Context: an optimization exercise on an open-source flow, tuned for small area, a short achievable clock period and few clock cycles. The choices shown serve that exercise and are no tape-out recipe.
The RTL was checked by simulation tests, not by an equivalence proof against the original design.
Power figures rest on the tool's default switching activity, not on a simulated workload.

== old ==
==> flow/design.v <==
package core_pkg;
	typedef logic [32-1:0] word_t;
	typedef logic [4:0] reg_idx_t;
	typedef logic [$clog2(8)-1:0] rob_tag_t;
	typedef enum logic [2:0] {
		ALU_ADD = 3'd0,
		ALU_SUB = 3'd1,
		ALU_AND = 3'd2,
		ALU_OR  = 3'd3,
		ALU_XOR = 3'd4,
		ALU_SLT = 3'd5
	} alu_op_t;
	typedef enum logic [0:0] {
		MUL_LO = 1'b0,
		MUL_HU = 1'b1
	} mul_op_t;
	typedef enum logic {
		UNIT_ALU = 1'b0,
		UNIT_MUL = 1'b1
	} unit_sel_t;
	typedef struct packed {
		logic     ready;
		rob_tag_t tag;
		word_t    value;
	} operand_t;
	typedef struct packed {
		logic     valid;
		rob_tag_t tag;
		word_t    value;
	} cdb_t;
endpackage
`timescale 1ns/100ps
module ooo_core (
	input  logic        clock,
	input  logic        reset,
	input  logic        issue_valid,
	output logic        issue_ready,
	input  logic [3:0]  issue_op,
	input  logic [4:0]  issue_rd,
	input  logic [4:0]  issue_rs1,
	input  logic [4:0]  issue_rs2,
	input  logic        issue_use_imm,
	input  logic [31:0] issue_imm,
	output logic        commit_valid,
	output logic [4:0]  commit_rd,
	output logic [31:0] commit_data
);
	localparam int K = 8;           
	localparam int NSTEP = 32 / K;  
	localparam int W = 32 + K;      
	logic [31:0] rf [1:31];
	logic [31:1] rf_ok;
	logic        ex_valid;
	logic [3:0]  ex_op;
	logic [4:0]  ex_rd;
	logic [31:0] ex_a;
	logic [31:0] ex_b;
	logic [31:0] mul_s;
	logic [31:0] mul_c;
	logic        mul_cin;
	logic [2:0]  mul_cnt;
	logic        cm_valid;
	logic [4:0]  cm_rd;
	logic [31:0] cm_data;
	assign commit_valid = cm_valid;
	assign commit_rd    = cm_rd;
	assign commit_data  = cm_data;
	logic        ex_mul;
	logic        ex_done;
	logic [31:0] alu_res;
	logic [31:0] mul_hi;
	logic [31:0] ex_res;
	logic        accept;
	assign ex_mul  = ex_op[3];
	assign ex_done = ex_valid && (!ex_mul || mul_cnt == 3'(NSTEP));
	logic        alu_inv;
	logic [32:0] alu_sum;
	logic        alu_lt;
	assign alu_inv = ex_op[2:0] != 3'd0;
	assign alu_sum = {1'b0, ex_a} + {1'b0, alu_inv ? ~ex_b : ex_b} + 33'(alu_inv);
	assign alu_lt  = (ex_a[31] ^ ex_b[31]) ? ex_a[31] : alu_sum[31];
	always_comb begin
		case (ex_op[2:0])
			3'd0, 3'd1: alu_res = alu_sum[31:0];
			3'd2:       alu_res = ex_a & ex_b;
			3'd3:       alu_res = ex_a | ex_b;
			3'd4:       alu_res = ex_a ^ ex_b;
			3'd5:       alu_res = {31'd0, alu_lt};
			default:    alu_res = '0;
		endcase
	end
	assign mul_hi = mul_s + mul_c + 32'(mul_cin);
	assign ex_res = !ex_mul ? alu_res : (ex_op[0] ? mul_hi : ex_b);
	function automatic logic [2*W-1:0] csa(input logic [W-1:0] x, input logic [W-1:0] y,
		input logic [W-1:0] z);
		logic [W-1:0] s;
		logic [W-1:0] c;
		s = x ^ y ^ z;
		c = ((x & y) | (x & z) | (y & z)) << 1;
		csa = {c, s};
	endfunction
	logic [W-1:0] pp [K];
	logic [W-1:0] l1 [6];
	logic [W-1:0] l2 [4];
	logic [W-1:0] l3 [2];
	logic [W-1:0] l4 [2];
	logic [W-1:0] st_s;
	logic [W-1:0] st_c;
	logic [K:0]   st_low;
	always_comb begin
		for (int i = 0; i < K; i++) begin
			pp[i] = ex_b[i] ? (W'(ex_a) << i) : '0;
		end
		{l1[1], l1[0]} = csa(pp[0], pp[1], pp[2]);
		{l1[3], l1[2]} = csa(pp[3], pp[4], pp[5]);
		{l1[5], l1[4]} = csa(pp[6], pp[7], W'(mul_s));
		l1[1][0] = mul_cin;
		{l2[1], l2[0]} = csa(l1[0], l1[1], l1[2]);
		{l2[3], l2[2]} = csa(l1[3], l1[4], l1[5]);
		{l3[1], l3[0]} = csa(l2[0], l2[1], l2[2]);
		{l4[1], l4[0]} = csa(l3[0], l3[1], l2[3]);
		{st_c, st_s}   = csa(l4[0], l4[1], W'(mul_c));
		st_low = {1'b0, st_s[K-1:0]} + {1'b0, st_c[K-1:0]};
	end
	assign issue_ready = !ex_valid || ex_done;
	assign accept      = issue_valid && issue_ready;
	function automatic logic [31:0] read_reg(input logic [4:0] r);
		logic [31:0] v;
		v = '0;
		for (int i = 1; i < 32; i++) begin
			v = v | ({32{r == 5'(i) && rf_ok[i]}} & rf[i]);
		end
		if (r != 5'd0 && ex_done && ex_rd == r) begin
			v = ex_res;
		end
		read_reg = v;
	endfunction
	always_ff @(posedge clock) begin
		if (reset) begin
			ex_valid <= 1'b0;
			cm_valid <= 1'b0;
			rf_ok    <= '0;
		end else begin
			ex_valid <= accept || (ex_valid && !ex_done);
			cm_valid <= ex_done;
			if (ex_done && ex_rd != 5'd0) begin
				rf_ok[ex_rd] <= 1'b1;
			end
		end
	end
	always_ff @(posedge clock) begin
		if (ex_done && ex_rd != 5'd0) begin
			rf[ex_rd] <= ex_res;
		end
		cm_rd   <= ex_rd;
		cm_data <= ex_res;
		if (accept) begin
			ex_op <= issue_op;
			ex_rd <= issue_rd;
			ex_a  <= read_reg(issue_rs1);
		end
		if (accept) begin
			ex_b <= issue_use_imm ? issue_imm : read_reg(issue_rs2);
		end else if (ex_valid && ex_mul && !ex_done) begin
			ex_b <= {st_low[K-1:0], ex_b[31:K]};
		end
		if (accept) begin
			mul_s   <= '0;
			mul_c   <= '0;
			mul_cin <= 1'b0;
			mul_cnt <= '0;
		end else begin
			mul_s   <= st_s[W-1:K];
			mul_c   <= st_c[W-1:K];
			mul_cin <= st_low[K];
			mul_cnt <= mul_cnt + 3'(mul_cnt != 3'(NSTEP));
		end
	end
endmodule
clock: 6.0 ns
lec_check: 0
cap_margin: 20
core_margin: 2
core_utilization: 30
slew_margin: 20
run.sh (not shown) runs the stock make flow with config.mk's settings and CLKGATE_MAP_FILE= SYNTH_SCRIPT=/design/flow/synth_recipe.tcl, a recipe that flattens the netlist after the stock synthesis.
Testbench counts of old, summed over its fixed seeds: cycles 4,812.
Edits applied to the flow inputs when going from old to new:
--- a/flow/design.v
+++ b/flow/design.v
@@ -126,13 +126,12 @@
 	assign accept      = issue_valid && issue_ready;
 	function automatic logic [31:0] read_reg(input logic [4:0] r);
-		logic [31:0] v;
-		v = '0;
-		for (int i = 1; i < 32; i++) begin
-			v = v | ({32{r == 5'(i) && rf_ok[i]}} & rf[i]);
+		read_reg = '0;
+		if (r != 5'd0) begin
+			if (ex_done && ex_rd == r) begin
+				read_reg = ex_res;
+			end else if (rf_ok[r]) begin
+				read_reg = rf[r];
+			end
 		end
-		if (r != 5'd0 && ex_done && ex_rd == r) begin
-			v = ex_res;
-		end
-		read_reg = v;
 	endfunction
 	always_ff @(posedge clock) begin
@@ -153,26 +152,23 @@
 			rf[ex_rd] <= ex_res;
 		end
-		cm_rd   <= ex_rd;
-		cm_data <= ex_res;
-		if (accept) begin
-			ex_op <= issue_op;
-			ex_rd <= issue_rd;
-			ex_a  <= read_reg(issue_rs1);
+		if (ex_done) begin
+			cm_rd   <= ex_rd;
+			cm_data <= ex_res;
 		end
 		if (accept) begin
-			ex_b <= issue_use_imm ? issue_imm : read_reg(issue_rs2);
-		end else if (ex_valid && ex_mul && !ex_done) begin
-			ex_b <= {st_low[K-1:0], ex_b[31:K]};
-		end
-		if (accept) begin
+			ex_op   <= issue_op;
+			ex_rd   <= issue_rd;
+			ex_a    <= read_reg(issue_rs1);
+			ex_b    <= issue_use_imm ? issue_imm : read_reg(issue_rs2);
 			mul_s   <= '0;
 			mul_c   <= '0;
 			mul_cin <= 1'b0;
 			mul_cnt <= '0;
-		end else begin
+		end else if (ex_valid && ex_mul && !ex_done) begin
 			mul_s   <= st_s[W-1:K];
 			mul_c   <= st_c[W-1:K];
 			mul_cin <= st_low[K];
-			mul_cnt <= mul_cnt + 3'(mul_cnt != 3'(NSTEP));
+			mul_cnt <= mul_cnt + 3'd1;
+			ex_b    <= {st_low[K-1:0], ex_b[31:K]};
 		end
 	end
## What came out
Final cell count in new is about 1.3% lower than in old. old → new: relative contribution of sequential cells to total power decreased by 0.4 points relative to the old numbers; post-route cell area now sits higher; final worst-path setup slack picked up an extra 29 ps; die height saw an increase.
Testbench counts of new, summed over its fixed seeds: cycles 4,812.

==> static timing again, ports no longer ideal <==
How much do the figures lean on ideal ports? The routed layouts below were timed once more, with nothing changed but the port constraints. Step 1, drivers: a clkbuf_16 drives clock and a buf_2 each remaining input, both assumed. Step 2 times the ports against the registers' clock, not the clock port: input delays grow and output delays shrink by t, the midpoint of the rising clock arrivals with the driver on. a / b / c = ideal ports / drivers / drivers and shift; a / b = the first two.
run	t (ns)	setup slack, ns	latest minus earliest clock arrival (ns)
old	0.891	0.732 / 0.732 / 0.535	0.071 / 0.071
new	0.875	0.761 / 0.761 / 0.761	0.063 / 0.063
After both steps setup and hold are still met in every run listed. For old, which loses most, drivers alone change the setup slack by 0.000 ns; drivers and shift together by -0.197 ns.
